Source: an optimization exercise on an open RTL-to-GDS flow (aim: small area, a short achievable clock period and few clock cycles). Production flows keep margins and buffers that such runs may drop.

==> inputs of v30 <==
==> flow/design.v <==
`default_nettype none
package bba_pkg;
    localparam int SIZE_W  = 16;   
    localparam int VALUE_W = 16;   
    localparam int ORDER_W = 3;    
    localparam logic [1:0] KIND_ALLOC = 2'd0;
    localparam logic [1:0] KIND_FAIL  = 2'd1;
    localparam logic [1:0] KIND_COUNT = 2'd2;
    localparam logic [1:0] KIND_ENTRY = 2'd3;
endpackage
`default_nettype wire
`default_nettype none
module buddy_block_allocator #(
    parameter int MAX_ORDER = 5,
    parameter int ID_WIDTH  = 16
) (
    input  wire         i_clk,
    input  wire         i_rst_n,
    input  wire         i_cfg_wr_en,
    input  wire [2:0]   i_cfg_wr_data,     
    input  wire         i_s_axis_tvalid,
    output logic        o_s_axis_tready,
    input  wire [31:0]  i_s_axis_tdata,    
    input  wire [0:0]   i_s_axis_tuser,    
    output logic        o_m_axis_tvalid,
    input  wire         i_m_axis_tready,
    output logic [15:0] o_m_axis_tdata,    
    output logic [1:0]  o_m_axis_tuser,    
    output logic        o_m_axis_tlast     
);
    localparam int NS = 32;                
    logic [2:0]          r_t;              
    logic [31:1]         r_split;          
    logic [NS-1:0]       r_used;           
    logic [ID_WIDTH-1:0] r_owner [NS];     
    logic [5:0]          r_count;          
    logic [5:1]          r_pend;           
    logic                r_cv;
    logic                r_cfunc;
    logic [ID_WIDTH-1:0] r_cid;
    logic                r_cidnz;
    logic [5:0]          r_cge;            
    logic                r_qact;
    logic [4:0]          r_qslot;
    logic [4:0]          r_qrem;           
    logic                r_av;
    logic [1:0]          r_akind;
    logic [15:0]         r_avalue;
    logic                r_alast;
    logic                r_bv;
    logic [1:0]          r_bkind;
    logic [15:0]         r_bvalue;
    logic                r_blast;
    logic [5:0]    w_lvl_ok;               
    logic [63:1]   w_exists;
    logic [63:1]   w_fit;
    logic [NS-1:0] w_cand;
    logic [63:1]   w_any;                  
    logic [NS-1:0] w_before;
    logic [NS-1:0] w_sel;
    logic [31:1]   w_set;
    logic [5:1]    w_lvl_set;
    logic          w_found;
    always_comb begin
        for (int l = 0; l < 6; l++) w_lvl_ok[l] = (3'(l) <= r_t);
    end
    for (genvar l = 0; l < 6; l++) begin : g_lvl
        for (genvar j = 0; j < (1 << (5 - l)); j++) begin : g_node
            localparam int N = (1 << (5 - l)) + j;
            localparam int S = j << l;
            if (N > 1) begin : g_par
                assign w_exists[N] = r_split[N >> 1] | ((j == 0) && (r_t == 3'(l)));
            end else begin : g_root
                assign w_exists[N] = (r_t == 3'(l));
            end
            if (N < 32) begin : g_inner
                assign w_fit[N] = w_exists[N] & !r_split[N] & !r_used[S] & r_cge[l];
                assign w_any[N] = w_any[2*N] | w_any[2*N+1];
            end else begin : g_leaf
                assign w_fit[N] = w_exists[N] & !r_used[S] & r_cge[l];
                assign w_any[N] = w_cand[j];
            end
        end
    end
    for (genvar s = 0; s < NS; s++) begin : g_cand
        localparam int TZ = (s == 0) ? 5 : (s % 2 != 0) ? 0 : (s % 4 != 0) ? 1 :
                            (s % 8 != 0) ? 2 : (s % 16 != 0) ? 3 : 4;
        logic [5:0] w_at;
        logic [4:0] w_left;
        for (genvar l = 0; l < 6; l++) begin : g_at
            if (l <= TZ) begin : g_y
                assign w_at[l] = w_fit[(1 << (5 - l)) + (s >> l)];
            end else begin : g_n
                assign w_at[l] = 1'b0;
            end
        end
        for (genvar l = 0; l < 5; l++) begin : g_left
            if ((s >> l) % 2 == 1) begin : g_y
                assign w_left[l] = w_any[(1 << (5 - l)) + (s >> l) - 1];
            end else begin : g_n
                assign w_left[l] = 1'b0;
            end
        end
        assign w_cand[s]   = |w_at;
        assign w_before[s] = |w_left;
    end
    assign w_sel   = w_cand & ~w_before;
    assign w_found = w_any[1];
    for (genvar l = 1; l < 6; l++) begin : g_set
        logic [(1 << (5 - l))-1:0] w_lany;
        for (genvar j = 0; j < (1 << (5 - l)); j++) begin : g_node
            localparam int N = (1 << (5 - l)) + j;
            assign w_set[N]  = w_sel[j << l] & !r_split[N] & w_lvl_ok[l] & r_cge[l-1];
            assign w_lany[j] = w_set[N];
        end
        assign w_lvl_set[l] = |w_lany;
    end
    logic [5:0] w_qa;                      
    logic [4:0] w_qcarry;
    logic [4:0] w_qnext;
    logic [2:0] w_pendcnt;
    logic [5:0] w_count;
    always_comb begin
        w_qa[0] = 1'b1;
        for (int l = 1; l < 6; l++) begin
            w_qa[l] = ((r_qslot & 5'((1 << l) - 1)) == '0) & w_lvl_ok[l]
                    & !r_split[(1 << (5 - l)) + (r_qslot >> l)];
        end
        for (int b = 0; b < 5; b++) begin
            w_qcarry[b] = 1'b1;
            for (int i = 0; i < b; i++) w_qcarry[b] = w_qcarry[b] & (r_qslot[i] | w_qa[i+1]);
            w_qnext[b] = !w_qa[b+1] & (r_qslot[b] ^ w_qcarry[b]);
        end
    end
    assign w_pendcnt = 3'(r_pend[1]) + 3'(r_pend[2]) + 3'(r_pend[3])
                     + 3'(r_pend[4]) + 3'(r_pend[5]);
    assign w_count   = r_count + 6'(w_pendcnt);
    logic w_go;         
    logic w_alloc;      
    logic w_qcnt;       
    logic w_qent;       
    logic w_done;       
    logic w_pop;        
    assign w_go    = r_cv && !r_bv;
    assign w_alloc = w_go && !r_cfunc;
    assign w_qcnt  = w_go && r_cfunc && !r_qact;
    assign w_qent  = w_go && r_cfunc && r_qact;
    assign w_done  = w_alloc || (w_qent && (r_qrem == '0));
    assign o_s_axis_tready = !r_cv || w_done;
    assign w_pop   = r_av && i_m_axis_tready;
    logic [1:0]  w_rkind;
    logic [15:0] w_rvalue;
    logic        w_rlast;
    always_comb begin
        if (!r_cfunc) begin
            w_rkind  = w_found ? bba_pkg::KIND_ALLOC : bba_pkg::KIND_FAIL;
            w_rvalue = '0;
            w_rlast  = 1'b1;
        end else if (!r_qact) begin
            w_rkind  = bba_pkg::KIND_COUNT;
            w_rvalue = 16'(w_count);
            w_rlast  = 1'b0;
        end else begin
            w_rkind  = bba_pkg::KIND_ENTRY;
            w_rvalue = r_used[r_qslot] ? r_owner[r_qslot] : '0;
            w_rlast  = (r_qrem == '0);
        end
    end
    logic [15:0] w_size;
    assign w_size = i_s_axis_tdata[31:16];
    always_ff @(posedge i_clk) begin
        if (!i_rst_n) begin
            r_cv   <= 1'b0;
            r_qact <= 1'b0;
            r_av   <= 1'b0;
            r_bv   <= 1'b0;
        end else begin
            if (o_s_axis_tready) r_cv <= i_s_axis_tvalid;
            if (w_qcnt) r_qact <= 1'b1;
            else if (w_done) r_qact <= 1'b0;
            if (r_bv) begin
                if (w_pop) r_bv <= 1'b0;
            end else if (w_go) begin
                if (r_av && !w_pop) r_bv <= 1'b1;
                else r_av <= 1'b1;
            end else if (w_pop) begin
                r_av <= 1'b0;
            end
        end
    end
    always_ff @(posedge i_clk) begin
        if (r_bv) begin
            if (w_pop) begin
                r_akind  <= r_bkind;
                r_avalue <= r_bvalue;
                r_alast  <= r_blast;
            end
        end else if (w_go && (!r_av || w_pop)) begin
            r_akind  <= w_rkind;
            r_avalue <= w_rvalue;
            r_alast  <= w_rlast;
        end
        if (!r_bv && w_go) begin
            r_bkind  <= w_rkind;
            r_bvalue <= w_rvalue;
            r_blast  <= w_rlast;
        end
    end
    always_ff @(posedge i_clk) begin
        if (o_s_axis_tready) begin
            r_cfunc <= i_s_axis_tuser[0];
            r_cid   <= i_s_axis_tdata[15:0];
            r_cidnz <= |i_s_axis_tdata[15:0];
            for (int l = 0; l < 6; l++) r_cge[l] <= (w_size <= 16'(1 << l));
        end
        if (w_qcnt) begin
            r_qslot <= '0;
            r_qrem  <= 5'(w_count - 6'd1);
        end else if (w_qent) begin
            r_qslot <= w_qnext;
            r_qrem  <= r_qrem - 5'd1;
        end
    end
    always_ff @(posedge i_clk) begin
        if (!i_rst_n || i_cfg_wr_en) begin
            r_t     <= (!i_rst_n || i_cfg_wr_data > 3'd5) ? 3'd5 : i_cfg_wr_data;
            r_split <= '0;
            r_used  <= '0;
            r_count <= 6'd1;
            r_pend  <= '0;
        end else begin
            r_count <= w_count;
            r_pend  <= w_alloc ? w_lvl_set : '0;
            if (w_alloc) begin
                r_split <= r_split | w_set;
                r_used  <= r_used | (w_sel & {NS{r_cidnz}});
            end
        end
    end
    always_ff @(posedge i_clk) begin
        for (int s = 0; s < NS; s++) begin
            if (w_sel[s]) r_owner[s] <= r_cid;
        end
    end
    assign o_m_axis_tvalid = r_av;
    assign o_m_axis_tdata  = r_avalue;
    assign o_m_axis_tuser  = r_akind;
    assign o_m_axis_tlast  = r_alast;
endmodule
`default_nettype wire
==> flow/run.sh <==
#!/bin/bash
# synth_recipe.tcl (not shown) runs the flow's synth.tcl, then flattens the netlist and writes it again
# the make line also repeats each setting of config.mk as NAME=value (left out here)
make -C /OpenROAD-flow-scripts/flow DESIGN_CONFIG=/design/flow/config.mk WORK_HOME=/design/flow/orfs CLKGATE_MAP_FILE= SYNTH_SCRIPT=/design/flow/synth_recipe.tcl finish
==> flow/config.mk <==
export PLATFORM = sky130hd
export DESIGN_NAME = buddy_block_allocator
export DESIGN_NICKNAME = buddy_block_allocator
export VERILOG_FILES = /design/flow/design.v
export SDC_FILE = /design/flow/constraint.sdc
export NUM_CORES = 4
export LEC_CHECK = 0
export ABC_CLOCK_PERIOD_IN_PS = 3000
export CAP_MARGIN = 20
export CORE_MARGIN = 2
export CORE_UTILIZATION = 40
export SETUP_SLACK_MARGIN = 2.0
export SLEW_MARGIN = 20
==> flow/constraint.sdc <==
create_clock -name core_clock -period 5.0 [get_ports {i_clk}]
set_input_delay 1.0000 -clock core_clock [delete_from_list [all_inputs] [get_ports {i_clk}]]
set_output_delay 1.0000 -clock core_clock [all_outputs]
set_load 0.01 [all_outputs]
==> inputs of v11, as changes to v30 <==
--- a/flow/design.v
+++ b/flow/design.v
@@ -31,3 +31,3 @@
     localparam int NS = 32;                
-    logic [2:0]          r_t;              
+    logic [5:0]          r_lvlok;          
     logic [31:1]         r_split;          
@@ -44,3 +44,5 @@
     logic [4:0]          r_qslot;
-    logic [4:0]          r_qrem;           
+    logic [5:0]          r_qe2;            
+    logic                r_qlast;          
+    logic                r_ready;          
     logic                r_av;
@@ -63,5 +65,5 @@
     logic          w_found;
-    always_comb begin
-        for (int l = 0; l < 6; l++) w_lvl_ok[l] = (3'(l) <= r_t);
-    end
+    logic [5:0]    w_root;                 
+    assign w_lvl_ok = r_lvlok;
+    assign w_root   = r_lvlok & ~{1'b0, r_lvlok[5:1]};
     for (genvar l = 0; l < 6; l++) begin : g_lvl
@@ -71,5 +73,5 @@
             if (N > 1) begin : g_par
-                assign w_exists[N] = r_split[N >> 1] | ((j == 0) && (r_t == 3'(l)));
+                assign w_exists[N] = r_split[N >> 1] | ((j == 0) ? w_root[l] : 1'b0);
             end else begin : g_root
-                assign w_exists[N] = (r_t == 3'(l));
+                assign w_exists[N] = w_root[l];
             end
@@ -117,6 +119,31 @@
     end
-    logic [5:0] w_qa;                      
-    logic [4:0] w_qcarry;
-    logic [4:0] w_qnext;
-    logic [2:0] w_pendcnt;
+    logic [NS-1:0] w_qdec;                 
+    logic [5:0]    w_qa;                   
+    logic [4:0]    w_qcarry;
+    logic [4:0]    w_qnext;
+    for (genvar s = 0; s < NS; s++) begin : g_qdec
+        assign w_qdec[s] = (r_qslot == 5'(s));
+    end
+    for (genvar l = 1; l < 6; l++) begin : g_qa
+        logic [(1 << (5 - l))-1:0] w_hit;
+        for (genvar j = 0; j < (1 << (5 - l)); j++) begin : g_node
+            assign w_hit[j] = w_qdec[j << l] & !r_split[(1 << (5 - l)) + j];
+        end
+        assign w_qa[l] = w_lvl_ok[l] & (|w_hit);
+    end
+    assign w_qa[0] = 1'b1;
+    always_comb begin
+        for (int b = 0; b < 5; b++) begin
+            w_qcarry[b] = 1'b1;
+            for (int i = 0; i < b; i++) w_qcarry[b] = w_qcarry[b] & (r_qslot[i] | w_qa[i+1]);
+            w_qnext[b] = !w_qa[b+1] & (r_qslot[b] ^ w_qcarry[b]);
+        end
+    end
+    logic [15:0] w_qowner;
+    always_comb begin
+        w_qowner = '0;
+        for (int s = 0; s < NS; s++) begin
+            w_qowner = w_qowner | (r_owner[s] & {16{w_qdec[s] & r_used[s]}});
+        end
+    end
     logic [5:0] w_count;
@@ -134,5 +161,19 @@
     end
-    assign w_pendcnt = 3'(r_pend[1]) + 3'(r_pend[2]) + 3'(r_pend[3])
-                     + 3'(r_pend[4]) + 3'(r_pend[5]);
-    assign w_count   = r_count + 6'(w_pendcnt);
+    logic [5:0] w_krun;                    
+    logic [5:0] w_k;                       
+    always_comb begin
+        w_krun[0] = 1'b1;
+        for (int m = 1; m < 6; m++) begin
+            w_krun[m] = 1'b0;
+            for (int l = 1; l + m - 1 < 6; l++) w_krun[m] = w_krun[m] | (r_pend[l] & r_pend[l+m-1]);
+        end
+        for (int m = 0; m < 6; m++) w_k[m] = w_krun[m] & ((m == 5) ? 1'b1 : !w_krun[m+1]);
+        w_count = '0;
+        for (int m = 0; m < 6; m++) w_count = w_count | ({6{w_k[m]}} & (r_count + 6'(m)));
+    end
+    logic w_one;
+    always_comb begin
+        w_one = 1'b1;
+        for (int l = 1; l < 6; l++) w_one = w_one & !(w_root[l] & r_split[1 << (5 - l)]);
+    end
     logic w_go;         
@@ -147,5 +188,34 @@
     assign w_qent  = w_go && r_cfunc && r_qact;
-    assign w_done  = w_alloc || (w_qent && (r_qrem == '0));
-    assign o_s_axis_tready = !r_cv || w_done;
+    assign w_done  = w_alloc || (w_qent && r_qlast);
     assign w_pop   = r_av && i_m_axis_tready;
+    logic       w_ready;
+    logic       n_cv;
+    logic       n_cfunc;
+    logic       n_qact;
+    logic       n_av;
+    logic       n_bv;
+    logic       n_qlast;
+    assign w_ready = !r_cv || w_done;
+    assign n_cv    = w_ready ? i_s_axis_tvalid : r_cv;
+    assign n_cfunc = w_ready ? i_s_axis_tuser[0] : r_cfunc;
+    assign n_qact  = w_qcnt || (r_qact && !w_done);
+    assign n_bv    = r_bv ? !w_pop : (w_go && r_av && !w_pop);
+    assign n_av    = r_bv || w_go || (r_av && !w_pop);
+    assign n_qlast = w_qcnt ? w_one : w_qent ? (r_qe2 == r_count) : r_qlast;
+    always_ff @(posedge i_clk) begin
+        if (!i_rst_n) begin
+            r_cv    <= 1'b0;
+            r_qact  <= 1'b0;
+            r_av    <= 1'b0;
+            r_bv    <= 1'b0;
+            r_ready <= 1'b1;
+        end else begin
+            r_cv    <= n_cv;
+            r_qact  <= n_qact;
+            r_av    <= n_av;
+            r_bv    <= n_bv;
+            r_ready <= !n_cv || (!n_bv && (!n_cfunc || (n_qact && n_qlast)));
+        end
+    end
+    assign o_s_axis_tready = r_ready;
     logic [1:0]  w_rkind;
@@ -164,4 +234,4 @@
             w_rkind  = bba_pkg::KIND_ENTRY;
-            w_rvalue = r_used[r_qslot] ? r_owner[r_qslot] : '0;
-            w_rlast  = (r_qrem == '0);
+            w_rvalue = w_qowner;
+            w_rlast  = r_qlast;
         end
@@ -170,22 +240,2 @@
     assign w_size = i_s_axis_tdata[31:16];
-    always_ff @(posedge i_clk) begin
-        if (!i_rst_n) begin
-            r_cv   <= 1'b0;
-            r_qact <= 1'b0;
-            r_av   <= 1'b0;
-            r_bv   <= 1'b0;
-        end else begin
-            if (o_s_axis_tready) r_cv <= i_s_axis_tvalid;
-            if (w_qcnt) r_qact <= 1'b1;
-            else if (w_done) r_qact <= 1'b0;
-            if (r_bv) begin
-                if (w_pop) r_bv <= 1'b0;
-            end else if (w_go) begin
-                if (r_av && !w_pop) r_bv <= 1'b1;
-                else r_av <= 1'b1;
-            end else if (w_pop) begin
-                r_av <= 1'b0;
-            end
-        end
-    end
     always_ff @(posedge i_clk) begin
@@ -209,3 +259,4 @@
     always_ff @(posedge i_clk) begin
-        if (o_s_axis_tready) begin
+        r_qlast <= n_qlast;
+        if (w_ready) begin
             r_cfunc <= i_s_axis_tuser[0];
@@ -217,6 +268,6 @@
             r_qslot <= '0;
-            r_qrem  <= 5'(w_count - 6'd1);
+            r_qe2   <= 6'd2;
         end else if (w_qent) begin
             r_qslot <= w_qnext;
-            r_qrem  <= r_qrem - 5'd1;
+            r_qe2   <= r_qe2 + 6'd1;
         end
@@ -225,3 +276,4 @@
         if (!i_rst_n || i_cfg_wr_en) begin
-            r_t     <= (!i_rst_n || i_cfg_wr_data > 3'd5) ? 3'd5 : i_cfg_wr_data;
+            for (int l = 0; l < 6; l++)
+                r_lvlok[l] <= !i_rst_n || (i_cfg_wr_data >= 3'(l));
             r_split <= '0;
--- a/flow/config.mk
+++ b/flow/config.mk
@@ -7,6 +7,5 @@
 export LEC_CHECK = 0
-export ABC_CLOCK_PERIOD_IN_PS = 3000
 export CAP_MARGIN = 20
 export CORE_MARGIN = 2
-export CORE_UTILIZATION = 40
+export CORE_UTILIZATION = 65
 export SETUP_SLACK_MARGIN = 2.0
==> inputs of v33, as changes to v30 <==
--- a/flow/design.v
+++ b/flow/design.v
@@ -31,3 +31,3 @@
     localparam int NS = 32;                
-    logic [2:0]          r_t;              
+    logic [5:0]          r_lvlok;          
     logic [31:1]         r_split;          
@@ -45,2 +45,4 @@
     logic [4:0]          r_qrem;           
+    logic                r_qlast;          
+    logic                r_ready;          
     logic                r_av;
@@ -63,5 +65,5 @@
     logic          w_found;
-    always_comb begin
-        for (int l = 0; l < 6; l++) w_lvl_ok[l] = (3'(l) <= r_t);
-    end
+    logic [5:0]    w_root;                 
+    assign w_lvl_ok = r_lvlok;
+    assign w_root   = r_lvlok & ~{1'b0, r_lvlok[5:1]};
     for (genvar l = 0; l < 6; l++) begin : g_lvl
@@ -71,5 +73,5 @@
             if (N > 1) begin : g_par
-                assign w_exists[N] = r_split[N >> 1] | ((j == 0) && (r_t == 3'(l)));
+                assign w_exists[N] = r_split[N >> 1] | ((j == 0) ? w_root[l] : 1'b0);
             end else begin : g_root
-                assign w_exists[N] = (r_t == 3'(l));
+                assign w_exists[N] = w_root[l];
             end
@@ -117,5 +119,31 @@
     end
-    logic [5:0] w_qa;                      
-    logic [4:0] w_qcarry;
-    logic [4:0] w_qnext;
+    logic [NS-1:0] w_qdec;                 
+    logic [5:0]    w_qa;                   
+    logic [4:0]    w_qcarry;
+    logic [4:0]    w_qnext;
+    for (genvar s = 0; s < NS; s++) begin : g_qdec
+        assign w_qdec[s] = (r_qslot == 5'(s));
+    end
+    for (genvar l = 1; l < 6; l++) begin : g_qa
+        logic [(1 << (5 - l))-1:0] w_hit;
+        for (genvar j = 0; j < (1 << (5 - l)); j++) begin : g_node
+            assign w_hit[j] = w_qdec[j << l] & !r_split[(1 << (5 - l)) + j];
+        end
+        assign w_qa[l] = w_lvl_ok[l] & (|w_hit);
+    end
+    assign w_qa[0] = 1'b1;
+    always_comb begin
+        for (int b = 0; b < 5; b++) begin
+            w_qcarry[b] = 1'b1;
+            for (int i = 0; i < b; i++) w_qcarry[b] = w_qcarry[b] & (r_qslot[i] | w_qa[i+1]);
+            w_qnext[b] = !w_qa[b+1] & (r_qslot[b] ^ w_qcarry[b]);
+        end
+    end
+    logic [15:0] w_qowner;
+    always_comb begin
+        w_qowner = '0;
+        for (int s = 0; s < NS; s++) begin
+            w_qowner = w_qowner | (r_owner[s] & {16{w_qdec[s] & r_used[s]}});
+        end
+    end
     logic [2:0] w_pendcnt;
@@ -147,5 +175,36 @@
     assign w_qent  = w_go && r_cfunc && r_qact;
-    assign w_done  = w_alloc || (w_qent && (r_qrem == '0));
-    assign o_s_axis_tready = !r_cv || w_done;
+    assign w_done  = w_alloc || (w_qent && r_qlast);
     assign w_pop   = r_av && i_m_axis_tready;
+    logic       w_ready;
+    logic       n_cv;
+    logic       n_cfunc;
+    logic       n_qact;
+    logic       n_av;
+    logic       n_bv;
+    logic [4:0] n_qrem;
+    logic       n_qlast;
+    assign w_ready = !r_cv || w_done;
+    assign n_cv    = w_ready ? i_s_axis_tvalid : r_cv;
+    assign n_cfunc = w_ready ? i_s_axis_tuser[0] : r_cfunc;
+    assign n_qact  = w_qcnt || (r_qact && !w_done);
+    assign n_bv    = r_bv ? !w_pop : (w_go && r_av && !w_pop);
+    assign n_av    = r_bv || w_go || (r_av && !w_pop);
+    assign n_qrem  = w_qcnt ? 5'(w_count - 6'd1) : w_qent ? r_qrem - 5'd1 : r_qrem;
+    assign n_qlast = w_qcnt ? (w_count == 6'd1) : w_qent ? (r_qrem == 5'd1) : r_qlast;
+    always_ff @(posedge i_clk) begin
+        if (!i_rst_n) begin
+            r_cv    <= 1'b0;
+            r_qact  <= 1'b0;
+            r_av    <= 1'b0;
+            r_bv    <= 1'b0;
+            r_ready <= 1'b1;
+        end else begin
+            r_cv    <= n_cv;
+            r_qact  <= n_qact;
+            r_av    <= n_av;
+            r_bv    <= n_bv;
+            r_ready <= !n_cv || (!n_bv && (!n_cfunc || (n_qact && n_qlast)));
+        end
+    end
+    assign o_s_axis_tready = r_ready;
     logic [1:0]  w_rkind;
@@ -164,4 +223,4 @@
             w_rkind  = bba_pkg::KIND_ENTRY;
-            w_rvalue = r_used[r_qslot] ? r_owner[r_qslot] : '0;
-            w_rlast  = (r_qrem == '0);
+            w_rvalue = w_qowner;
+            w_rlast  = r_qlast;
         end
@@ -170,22 +229,2 @@
     assign w_size = i_s_axis_tdata[31:16];
-    always_ff @(posedge i_clk) begin
-        if (!i_rst_n) begin
-            r_cv   <= 1'b0;
-            r_qact <= 1'b0;
-            r_av   <= 1'b0;
-            r_bv   <= 1'b0;
-        end else begin
-            if (o_s_axis_tready) r_cv <= i_s_axis_tvalid;
-            if (w_qcnt) r_qact <= 1'b1;
-            else if (w_done) r_qact <= 1'b0;
-            if (r_bv) begin
-                if (w_pop) r_bv <= 1'b0;
-            end else if (w_go) begin
-                if (r_av && !w_pop) r_bv <= 1'b1;
-                else r_av <= 1'b1;
-            end else if (w_pop) begin
-                r_av <= 1'b0;
-            end
-        end
-    end
     always_ff @(posedge i_clk) begin
@@ -209,3 +248,5 @@
     always_ff @(posedge i_clk) begin
-        if (o_s_axis_tready) begin
+        r_qrem  <= n_qrem;
+        r_qlast <= n_qlast;
+        if (w_ready) begin
             r_cfunc <= i_s_axis_tuser[0];
@@ -217,6 +258,4 @@
             r_qslot <= '0;
-            r_qrem  <= 5'(w_count - 6'd1);
         end else if (w_qent) begin
             r_qslot <= w_qnext;
-            r_qrem  <= r_qrem - 5'd1;
         end
@@ -225,3 +264,4 @@
         if (!i_rst_n || i_cfg_wr_en) begin
-            r_t     <= (!i_rst_n || i_cfg_wr_data > 3'd5) ? 3'd5 : i_cfg_wr_data;
+            for (int l = 0; l < 6; l++)
+                r_lvlok[l] <= !i_rst_n || (i_cfg_wr_data >= 3'(l));
             r_split <= '0;
--- a/flow/config.mk
+++ b/flow/config.mk
@@ -7,3 +7,2 @@
 export LEC_CHECK = 0
-export ABC_CLOCK_PERIOD_IN_PS = 3000
 export CAP_MARGIN = 20
==> summary.txt <==
----------------------------------------------------
[Outcome]
  Run status ... no timing/DRC/antenna violations

[Finish]
  Final core occ ... 48.9%
  Fraction of area in registers ... 61.0%
  Finished Layout Cells ... 2812
  Number of clock buffer instances in the layout ... 81

[Clock tree]
  Setup fix buffers added after clock tree synthesis ... 24

[Routing]
  Number of design-rule violations left by the first detailed-router iteration ... 2874

[Yosys]
  Average cell area after synthesis ... 14.9 sq um
  Number of instances in the synthesized netlist ... 1757

[Critical path]
  Most frequent cell on the critical path ... fa_1
  Last element of the critical path ... r_ready$_SDFF_PN1_

[Timing]
  Smallest setup slack after layout ... 1860 ps
  Pin slew with the least headroom to its limit ... 1190 ps

----------------------------------------------------
(the above is from v33)
==> summary.txt <==
----------------------------------------------------
[Outcome]
  Run status ... no timing/DRC/antenna violations

[Clock tree]
  Setup fix buffers added after clock tree synthesis ... 48
  TritonCTS buffer count ... 66

[Worst hold path]
  Depth of the worst hold-timing path ... 2

[Finish]
  Final core occ ... 79.1%
  Count of sequential standard cells ... 670
  Finished Layout Cells ... 2624
  Number of clock buffer instances in the layout ... 84

[Timing]
  Worst hold slack after final layout ... 519 ps
  Smallest setup slack after layout ... 1870 ps
  Fmax ... 319 MHz
  Pin slew with the least headroom to its limit ... 1170 ps

[Yosys]
  Average cell area after synthesis ... 14.5 sq um
  Number of instances in the synthesized netlist ... 1873

[GRT]
  GR peak layer ... met2

[Critical path]
  Last element of the critical path ... r_avalue[15]$_DFFE_PP_

----------------------------------------------------
(the above is from v11)
==> summary.txt <==
----------------------------------------------------
[Yosys]
  Number of instances in the synthesized netlist ... 1770
  Average cell area after synthesis ... 15.2 sq um

[Finish]
  Fraction of area in registers ... 58.5%
  Finished Layout Cells ... 2875
  Number of clock buffer instances in the layout ... 82
  Area occupied by multi-input gates ... 7890 sq um
  Final core occ ... 49.6%

[Outcome]
  Run status ... no timing/DRC/antenna violations

[Routing]
  Number of design-rule violations left by the first detailed-router iteration ... 2728

[Timing]
  Smallest setup slack after layout ... 1740 ps
  Pin slew with the least headroom to its limit ... 1140 ps

[Critical path]
  R2R Setup Slk ... 1740 ps

[Clock tree]
  Setup fix buffers added after clock tree synthesis ... 60

----------------------------------------------------
(the above is from v30)
No run of this note included a check of the RTL's function; only the layout flow was run.

[separate check: timing with driven ports]
No port has a modelled driver above. Below, the same layouts with a new extraction and two added sets of constraints.
Step 1 assumes that a clkbuf_16 drives the clock port and a buf_2 every other input.
Step 2 moves the port delays by t, midway between the first and last clock arrival at a register: inputs arrive t later, outputs are due t later. That takes back most of the time a late clock gives input paths.
Three values: ideal ports, drivers, drivers and shift; two values: the first two.
| run | t (ns) | setup slack, ns | slew at the worst register clock pin (ns) | worst data-port slew with drivers (ns) | pins driven straight from the clock port |
|---|---|---|---|---|---|
| v30 | 0.667 | 1.741 / 1.720 / 1.661 | 0.07 / 0.07 | 0.08 | 1 |
| v11 | 0.642 | 1.866 / 1.866 / 1.475 | 0.07 / 0.07 | 0.06 | 1 |
| v33 | 0.665 | 1.859 / 1.859 / 1.602 | 0.07 / 0.07 | 0.04 | 1 |
After both steps setup and hold are still met in every run listed. For v11, which loses most, drivers alone change the setup slack by 0.000 ns; drivers and shift together by -0.391 ns.
